This is an optimization exercise on Yosys and OpenROAD, whose aim is small area and a short achievable clock period, not a production implementation. At most, simulation tests tie the RTL to the original design; equivalence was not proved.

red:
// iq_demod_lpf
module iq_demod_lpf
#(
  parameter int IN_W  = iq_demod_pkg::DEF_IN_W,
  parameter int CAR_W = iq_demod_pkg::DEF_CAR_W,
  parameter int DECIM = iq_demod_pkg::DEF_DECIM,
  parameter int OUT_W = iq_demod_pkg::DEF_OUT_W,
  parameter int SHIFT = iq_demod_pkg::DEF_SHIFT
) (
  input  logic                    clk,
  input  logic                    reset_n,
  input  logic                    sample_en,
  input  logic                    sym_start,
  input  logic signed [IN_W-1:0]  y_in,
  input  logic signed [CAR_W-1:0] i_car,
  input  logic signed [CAR_W-1:0] q_car,
  output logic signed [OUT_W-1:0] i_out,
  output logic signed [OUT_W-1:0] q_out,
  output logic                    out_valid,
  output logic                    overflow
);
  localparam int NB = 138;   
  logic [24:0]   ye;
  logic [11:0]   one, two, neg;
  logic [NB-1:0] rows_i, rows_q, prod_i_q, prod_q_q;
  logic          vld_q, sop_q, zero_q, clr_q, out_valid_q, dump, zero_d;
  logic [3:0]    cnt_q;
  logic          ovf_i, ovf_q;
  assign ye = {y_in, 1'b0};
  ...
Size: ~4700 cells after synthesis, about 430 flip-flops, about 41000 um2 of cells after synthesis.
clock: 10.5 ns
lec_check: 0
abc_area: 1
cap_margin: 20
core_margin: 2
core_utilization: 40
place_density: 0.6
slew_margin: 20
run.sh (not shown) runs the stock make flow with config.mk's settings and CLKGATE_MAP_FILE= SYNTH_SCRIPT=/design/flow/synth_recipe.tcl, a recipe that flattens the netlist after the stock synthesis.
Relative to red, the following input files were edited for blue:
==> flow/flow/run.sh (new file) <==
#!/bin/bash
set -euo pipefail
bash standard.sh SETUP_SLACK_MARGIN=6 finish > layout.log 2>&1
==> flow/standard.sh (new file) <==
#!/bin/bash
# synth_recipe.tcl (not shown) runs the flow's synth.tcl, then flattens the netlist and writes it again
# the make line also repeats each setting of config.mk as NAME=value (left out here)
make -C /OpenROAD-flow-scripts/flow DESIGN_CONFIG=/design/flow/config.mk WORK_HOME=/design/flow/orfs CLKGATE_MAP_FILE= SYNTH_SCRIPT=/design/flow/synth_recipe.tcl "${@:-finish}"
removed: flow/run.sh
- Measured against each other, blue and red differ in buffer count excluding the clock tree in the final layout, the higher figure coming from blue.
- Delta (blue minus red): aggregate global-route resource usage +5.9 points, fmax saw an increase, endpoint arrival time on the critical path shows a reduction of 1330 ps, routed wire length increased about 30%, utilization now larger.

---

iq_demod_lpf again, from the RTL that the note above started with.
clock: 10.5 ns
lec_check: 0
abc_area: 1
cap_margin: 20
core_margin: 2
core_utilization: 40
place_density: 0.6
setup_slack_margin: 4
slew_margin: 20
Stock flow here: none of the scripts above is used.
The baseline completed with no timing, DRC or antenna violations.
Rerun with:
--- a/flow/config.mk
+++ b/flow/config.mk
@@ -11,4 +11,4 @@
 export CORE_UTILIZATION = 40
 export PLACE_DENSITY = 0.6
-export SETUP_SLACK_MARGIN = 4
+export SETUP_SLACK_MARGIN = 5
 export SLEW_MARGIN = 20
- sequential cell count does not change
- cell count stays flat
- design area climbs by 1.3%
- global-route usage climbs by 0.83 points
- synthesized cell count does not change
- maximum frequency climbs by about 15%
- clock skew climbs by 21 ps
- wire length climbs by about 3%

---

Another version of the RTL of iq_demod_lpf (not shown whole).
For scale: about 420 flip-flops, ~39000 µm² of cells after synthesis.
==> flow/config.mk <==
export PLATFORM = sky130hd
export DESIGN_NAME = iq_demod_lpf
export DESIGN_NICKNAME = iq_demod_lpf
export VERILOG_FILES = /design/flow/design.v
export SDC_FILE = /design/flow/constraint.sdc
export NUM_CORES = 4
export LEC_CHECK = 0
export ABC_AREA = 1
export CAP_MARGIN = 20
export CORE_MARGIN = 2
export CORE_UTILIZATION = 40
export CTS_BUF_LIST = sky130_fd_sc_hd__clkbuf_8
export CTS_CLUSTER_SIZE = 24
export PLACE_DENSITY = 0.6
export SLEW_MARGIN = 20
==> flow/constraint.sdc <==
create_clock -name core_clock -period 10.5 [get_ports {clk}]
set_input_delay 2.1000 -clock core_clock [delete_from_list [all_inputs] [get_ports {clk}]]
set_output_delay 2.1000 -clock core_clock [all_outputs]
set_load 0.01 [all_outputs]
standard.sh (not shown) runs the stock make flow with config.mk's settings and CLKGATE_MAP_FILE= SYNTH_SCRIPT=/design/flow/synth_recipe.tcl, a recipe that flattens the netlist after the stock synthesis.
==> flow/flow/run.sh <==
#!/bin/bash
set -euo pipefail
bash standard.sh SETUP_SLACK_MARGIN=5.8 "BUFFER_PORTS_ARGS=-buffer_cell sky130_fd_sc_hd__buf_2" finish > layout.log 2>&1
The starting point produced a clean layout.
Change:
==> flow/flow/run.sh (replaced) <==
#!/bin/bash
set -euo pipefail
bash standard.sh SETUP_SLACK_MARGIN=5.3 "BUFFER_PORTS_ARGS=-buffer_cell sky130_fd_sc_hd__buf_2" finish > layout.log 2>&1
Result:
- The changed run finished clean
- wire length goes down by roughly a tenth
- cell area falls by a little under a tenth
- utilization decreases by 3.7 points
- global-route usage decreases by 2.3 points
- worst hold slack barely changes
- via count falls by a few percent
- die area stays the same
- clock skew came out higher by 0.018 ns
- first-iteration DRC count shrinks by a quarter to a third
- non-clock buffer count came out lower by 107

---

v16:
iq_demod_lpf, a different RTL version from the one above (not shown whole).
For scale: about 3900 cells after synthesis, ~130 I/O pins, about 37000 µm² of cells after synthesis.
export LEC_CHECK = 0
export ABC_AREA = 1
export CAP_MARGIN = 20
export CORE_MARGIN = 2
export CORE_UTILIZATION = 40
export PLACE_DENSITY = 0.6
export SLEW_MARGIN = 20
create_clock -name core_clock -period 10.5 [get_ports {clk}]
==> flow/flow/run.sh <==
#!/bin/bash
set -euo pipefail
bash standard.sh SETUP_SLACK_MARGIN=5.5 "BUFFER_PORTS_ARGS=-buffer_cell sky130_fd_sc_hd__buf_2" finish > layout.log 2>&1
Relative to v16, the following input files were edited for v3:
- CTS_BUF_LIST now sky130_fd_sc_hd__clkbuf_8, previously not set
- CTS_CLUSTER_SIZE now 24, previously not set
==> flow/flow/run.sh <==
#!/bin/bash
set -euo pipefail
bash standard.sh SETUP_SLACK_MARGIN=5 "BUFFER_PORTS_ARGS=-buffer_cell sky130_fd_sc_hd__buf_2" finish > layout.log 2>&1
### Flow results
- Cells: v3 has fewer instances than v16
- Diff v3..v16 | worst hold slack | negligible
- Length of routed met3 wiring: v3 vs v16 down 31%
- End point of the critical path: prod_q_q[58] -> v3, prod_q_q[52] -> v16
- Compared with v16, in v3 sequential cell area share increased 1.8 points, count of plain and timing-repair buffers in the layout decreased 41%, total via count in the routed design decreased 6.8%.
#### Input delta (v42 over v3)
- SETUP_SLACK_MARGIN newly set to 5
- GPL_TIMING_DRIVEN newly set to 1
==> flow/run.sh (new file) <==
#!/bin/bash
# synth_recipe.tcl (not shown) runs the flow's synth.tcl, then flattens the netlist and writes it again
# the make line also repeats each setting of config.mk as NAME=value (left out here)
make -C /OpenROAD-flow-scripts/flow DESIGN_CONFIG=/design/flow/config.mk WORK_HOME=/design/flow/orfs CLKGATE_MAP_FILE= SYNTH_SCRIPT=/design/flow/synth_recipe.tcl finish
removed: flow/flow/run.sh
removed: flow/standard.sh
==> comparison <==
- Compared with v3, in v42 worst hold slack went up by 3.9 ps, number of inserted diodes went down by 2, post-route cell area went up by about 2.8%.
- Portion of the clock cycle consumed by the worst path in the final layout: v3 vs v42, no meaningful difference
- Of v42 and v3, the lower number of buffer and inverter instances along the worst setup path belongs to v3.
- Against v3 as the reference, v42 delivers a higher met1 layer wirelength in the final routing.

---

Setup of lane 1:
Starting RTL as in the previous note.
==> flow/design.v (excerpt) <==
module iq_demod_lpf
#(
  parameter int IN_W  = iq_demod_pkg::DEF_IN_W,
  parameter int CAR_W = iq_demod_pkg::DEF_CAR_W,
  parameter int DECIM = iq_demod_pkg::DEF_DECIM,
  parameter int OUT_W = iq_demod_pkg::DEF_OUT_W,
  parameter int SHIFT = iq_demod_pkg::DEF_SHIFT
) (
  input  logic                    clk,
  input  logic                    reset_n,
  input  logic                    sample_en,
  input  logic                    sym_start,
  input  logic signed [IN_W-1:0]  y_in,
  input  logic signed [CAR_W-1:0] i_car,
  input  logic signed [CAR_W-1:0] q_car,
  output logic signed [OUT_W-1:0] i_out,
  output logic signed [OUT_W-1:0] q_out,
  output logic                    out_valid,
  output logic                    overflow
);
Settings: LEC_CHECK=0, ABC_AREA=1, CAP_MARGIN=20, CORE_MARGIN=2, CORE_UTILIZATION=40, PLACE_DENSITY=0.6, SETUP_SLACK_MARGIN=5, SLEW_MARGIN=20; clock period 10.5 ns.
run.sh (not shown) runs the stock make flow with config.mk's settings and CLKGATE_MAP_FILE= SYNTH_SCRIPT=/design/flow/synth_recipe.tcl, a recipe that flattens the netlist after the stock synthesis.
Stock flow here: none of the scripts above is used.
## Diff of input files: lane 2 against lane 1
- CTS_CLUSTER_SIZE now 24, previously not set
- CAP_MARGIN now 5, was 20
- SLEW_MARGIN now 5, was 20
- CTS_BUF_LIST now sky130_fd_sc_hd__clkbuf_8, previously not set
### Flow results
On lane 2: global-route usage is 0.41 points lower than what lane 1 gave. Against lane 1, lane 2 comes in about 2.8% lower on routed wire length. Of lane 2 and lane 1, the lower final critical delay including setup and external delays belongs to lane 1. Relative to lane 1, net count reported at finish has gone down in lane 2. Changes observed in lane 2 relative to lane 1: mean area per synthesized cell level, final worst-path setup slack moved down.
For lane 3, these inputs were changed with respect to lane 2:
- SLEW_MARGIN changed from 5 to 20
- SETUP_SLACK_MARGIN removed (was 5)
- CAP_MARGIN changed from 5 to 20
==> flow/flow/run.sh (new file) <==
#!/bin/bash
set -euo pipefail
bash standard.sh SETUP_SLACK_MARGIN=5 RECOVER_POWER=100 finish > layout.log 2>&1
==> flow/standard.sh (new file) <==
#!/bin/bash
# synth_recipe.tcl (not shown) runs the flow's synth.tcl, then flattens the netlist and writes it again
# the make line also repeats each setting of config.mk as NAME=value (left out here)
make -C /OpenROAD-flow-scripts/flow DESIGN_CONFIG=/design/flow/config.mk WORK_HOME=/design/flow/orfs CLKGATE_MAP_FILE= SYNTH_SCRIPT=/design/flow/synth_recipe.tcl "${@:-finish}"
removed: flow/run.sh
Findings:
Status lane 3: flow complete, layout not clean - capacitance limit, slew limit. There was hardly any difference in clock-pin slew of the registers on the worst-case setup and hold paths between lane 3 and lane 2. Per-cell routed wire length essentially unchanged between lane 3 and lane 2. Re global routing usage on met2: lane 3 is 1.0 points up on lane 2. Lane 2 → lane 3: worst hold slack dropped 0.0061 ns, final routed wirelength across all metal layers flat, largest incremental delay on the critical path +0.48 ns.

---

RTL: one of the versions met above, not the one the previous note started from.
For scale: about 4,100 cells after synthesis, about 420 flip-flops, about 39,000 sq um of cells after synthesis.
// iq_demod_lpf
module iq_demod_lpf
#(
  parameter int IN_W  = iq_demod_pkg::DEF_IN_W,
  parameter int CAR_W = iq_demod_pkg::DEF_CAR_W,
  parameter int DECIM = iq_demod_pkg::DEF_DECIM,
  parameter int OUT_W = iq_demod_pkg::DEF_OUT_W,
  parameter int SHIFT = iq_demod_pkg::DEF_SHIFT
) (
  input  logic                    clk,
  input  logic                    reset_n,
  input  logic                    sample_en,
  input  logic                    sym_start,
  input  logic signed [IN_W-1:0]  y_in,
  input  logic signed [CAR_W-1:0] i_car,
  input  logic signed [CAR_W-1:0] q_car,
  output logic signed [OUT_W-1:0] i_out,
  output logic signed [OUT_W-1:0] q_out,
  output logic                    out_valid,
  output logic                    overflow
);
export LEC_CHECK = 0
export ABC_AREA = 1
export CAP_MARGIN = 20
export CORE_MARGIN = 2
export CORE_UTILIZATION = 40
export PLACE_DENSITY = 0.6
export SLEW_MARGIN = 20
create_clock -name core_clock -period 10.5 [get_ports {clk}]
standard.sh (not shown) runs the stock make flow with config.mk's settings and CLKGATE_MAP_FILE= SYNTH_SCRIPT=/design/flow/synth_recipe.tcl, a recipe that flattens the netlist after the stock synthesis.
==> flow/flow/run.sh <==
#!/bin/bash
set -euo pipefail
bash standard.sh SETUP_SLACK_MARGIN=5.5 finish > layout.log 2>&1
Rerun with:
==> flow/flow/run.sh (replaced) <==
#!/bin/bash
set -euo pipefail
bash standard.sh SETUP_SLACK_MARGIN=5.5 "BUFFER_PORTS_ARGS=-buffer_cell sky130_fd_sc_hd__buf_2" finish > layout.log 2>&1
--- a/flow/config.mk
+++ b/flow/config.mk
@@ -11,2 +11,4 @@
 export CORE_UTILIZATION = 40
+export CTS_BUF_LIST = sky130_fd_sc_hd__clkbuf_8
+export CTS_CLUSTER_SIZE = 24
 export PLACE_DENSITY = 0.6
Result: The new run finished with timing, DRC and antenna clean. Cell area drops by a few percent. Global-route usage fell by 1.8 points. Utilization decreases by 2.5 points.
Rerun with:
==> flow/run.sh (new file) <==
#!/bin/bash
# synth_recipe.tcl (not shown) runs the flow's synth.tcl, then flattens the netlist and writes it again
# the make line also repeats each setting of config.mk as NAME=value (left out here)
make -C /OpenROAD-flow-scripts/flow DESIGN_CONFIG=/design/flow/config.mk WORK_HOME=/design/flow/orfs CLKGATE_MAP_FILE= SYNTH_SCRIPT=/design/flow/synth_recipe.tcl finish
--- a/flow/config.mk
+++ b/flow/config.mk
@@ -11,5 +11,4 @@
 export CORE_UTILIZATION = 40
-export CTS_BUF_LIST = sky130_fd_sc_hd__clkbuf_8
-export CTS_CLUSTER_SIZE = 24
 export PLACE_DENSITY = 0.6
+export SETUP_SLACK_MARGIN = 5
 export SLEW_MARGIN = 20
removed: flow/flow/run.sh
removed: flow/standard.sh
- via count falls by 1.1%
- utilization grows by 0.14 points
- critical path depth went down by 4
- non-clock buffer count came out lower by 3

---

before:
iq_demod_lpf, a different RTL version from the one above (not shown whole).
For scale: about 4600 cells after synthesis, ~130 I/O pins, about 0.042 mm^2 of cells after synthesis.
==> flow/design.v (excerpt) <==
module iq_demod_lpf
#(
  parameter int IN_W  = iq_demod_pkg::DEF_IN_W,
  parameter int CAR_W = iq_demod_pkg::DEF_CAR_W,
  parameter int DECIM = iq_demod_pkg::DEF_DECIM,
  parameter int OUT_W = iq_demod_pkg::DEF_OUT_W,
  parameter int SHIFT = iq_demod_pkg::DEF_SHIFT
) (
  input  logic                    clk,
  input  logic                    reset_n,
  input  logic                    sample_en,
  input  logic                    sym_start,
  input  logic signed [IN_W-1:0]  y_in,
  input  logic signed [CAR_W-1:0] i_car,
  input  logic signed [CAR_W-1:0] q_car,
  output logic signed [OUT_W-1:0] i_out,
  output logic signed [OUT_W-1:0] q_out,
  output logic                    out_valid,
  output logic                    overflow
);
export LEC_CHECK = 0
export ABC_AREA = 1
export CAP_MARGIN = 20
export CORE_MARGIN = 2
export CORE_UTILIZATION = 40
export CTS_BUF_LIST = sky130_fd_sc_hd__clkbuf_8
export CTS_CLUSTER_SIZE = 24
export PLACE_DENSITY = 0.6
export SLEW_MARGIN = 20
create_clock -name core_clock -period 10.5 [get_ports {clk}]
==> flow/flow/run.sh <==
#!/bin/bash
set -euo pipefail
bash standard.sh SETUP_SLACK_MARGIN=5.5 "BUFFER_PORTS_ARGS=-buffer_cell sky130_fd_sc_hd__buf_2" finish > layout.log 2>&1
Modified inputs, after compared to before
==> flow/flow/run.sh <==
#!/bin/bash
set -euo pipefail
bash standard.sh SETUP_SLACK_MARGIN=5.8 "BUFFER_PORTS_ARGS=-buffer_cell sky130_fd_sc_hd__buf_2" finish > layout.log 2>&1
==> summary.txt <==
Taking before as the reference, in after total negative slack for setup checks about even; end-of-flow core utilization picked up an extra 1.0 points; share of the clock period used by the worst path now smaller; count of multi-input gates saw little to no change; clock-cell share of area saw a decrease.
Critical path depth for after: 14 up relative to before
Wire: after routes more than before
before vs after, path type of the worst setup path: primary input to flip-flop vs flip-flop to flip-flop
Against before, after reports a final area that is higher.
Between after and before, the met2 track demand over resource in global routing is lower for before.
Against before, after comes in about 0.4% higher on area used by sequential logic in the layout.
No functional check of the RTL was part of any run of this note.

==> separate check: timing with driven ports <==
How much do the figures lean on ideal ports? The routed layouts below were timed once more, with nothing changed but the port constraints. Step 1 assumes that a clkbuf_16 drives the clock port and a buf_2 every other input. Step 2 adds t to the input delays and takes it off the output delays; t is the mean of the earliest and latest rising clock arrival at the registers after step 1. Input paths then give back, and output paths get back, about the clock's delay inside the block. a / b / c = no drivers / after step 1 / after step 2; a / b = the first two.
| run | t, ns | setup slack, ns | hold WS [ns] | worst data-port slew with drivers (ns) |
|---|---|---|---|---|
| red | 0.682 | 4.230 / 4.273 / 3.591 | 0.449 / 0.449 / 0.449 | 0.14 |
| blue | 0.726 | 5.583 / 5.597 / 4.871 | 0.449 / 0.449 / 0.449 | 0.13 |
| the first run of note 2 | 0.682 | 4.230 / 4.273 / 3.591 | 0.449 / 0.449 / 0.449 | 0.14 |
| the second run of note 2 | 0.704 | 5.044 / 5.091 / 4.387 | 0.450 / 0.450 / 0.450 | 0.13 |
| the first run of note 3 | 0.764 | 5.548 / 5.530 / 4.765 | 0.447 / 0.447 / 0.447 | 0.11 |
| the second run of note 3 | 0.773 | 5.336 / 5.354 / 4.581 | 0.446 / 0.446 / 0.446 | 0.12 |
| v16 | 0.659 | 5.023 / 5.001 / 4.342 | 0.447 / 0.447 / 0.447 | 0.15 |
| v3 | 0.774 | 5.023 / 5.020 / 4.246 | 0.445 / 0.445 / 0.445 | 0.16 |
| v42 | 0.782 | 5.032 / 5.061 / 4.279 | 0.449 / 0.449 / 0.449 | 0.13 |
| lane 1 | 0.655 | 5.028 / 4.982 / 4.327 | 0.450 / 0.450 / 0.450 | 0.16 |
| lane 2 | 0.772 | 4.962 / 5.003 / 4.231 | 0.450 / 0.450 / 0.450 | 0.18 |
| lane 3 | 0.789 | 3.029 / 3.064 / 2.275 | 0.444 / 0.444 / 0.444 | 0.17 |
| the first run of note 6 | 0.700 | 5.528 / 5.533 / 4.833 | 0.450 / 0.450 / 0.450 | 0.10 |
| the second run of note 6 | 0.788 | 5.481 / 5.484 / 4.696 | 0.447 / 0.447 / 0.447 | 0.08 |
| the third run of note 6 | 0.700 | 5.060 / 5.085 / 4.385 | 0.449 / 0.449 / 0.449 | 0.07 |
| before | 0.794 | 5.521 / 5.566 / 4.773 | 0.445 / 0.445 / 0.445 | 0.16 |
| after | 0.797 | 5.672 / 5.672 / 5.024 | 0.446 / 0.446 / 0.446 | 0.16 |
For the second run of note 6, which loses most, drivers alone change the setup slack by +0.003 ns; drivers and shift together by -0.785 ns.
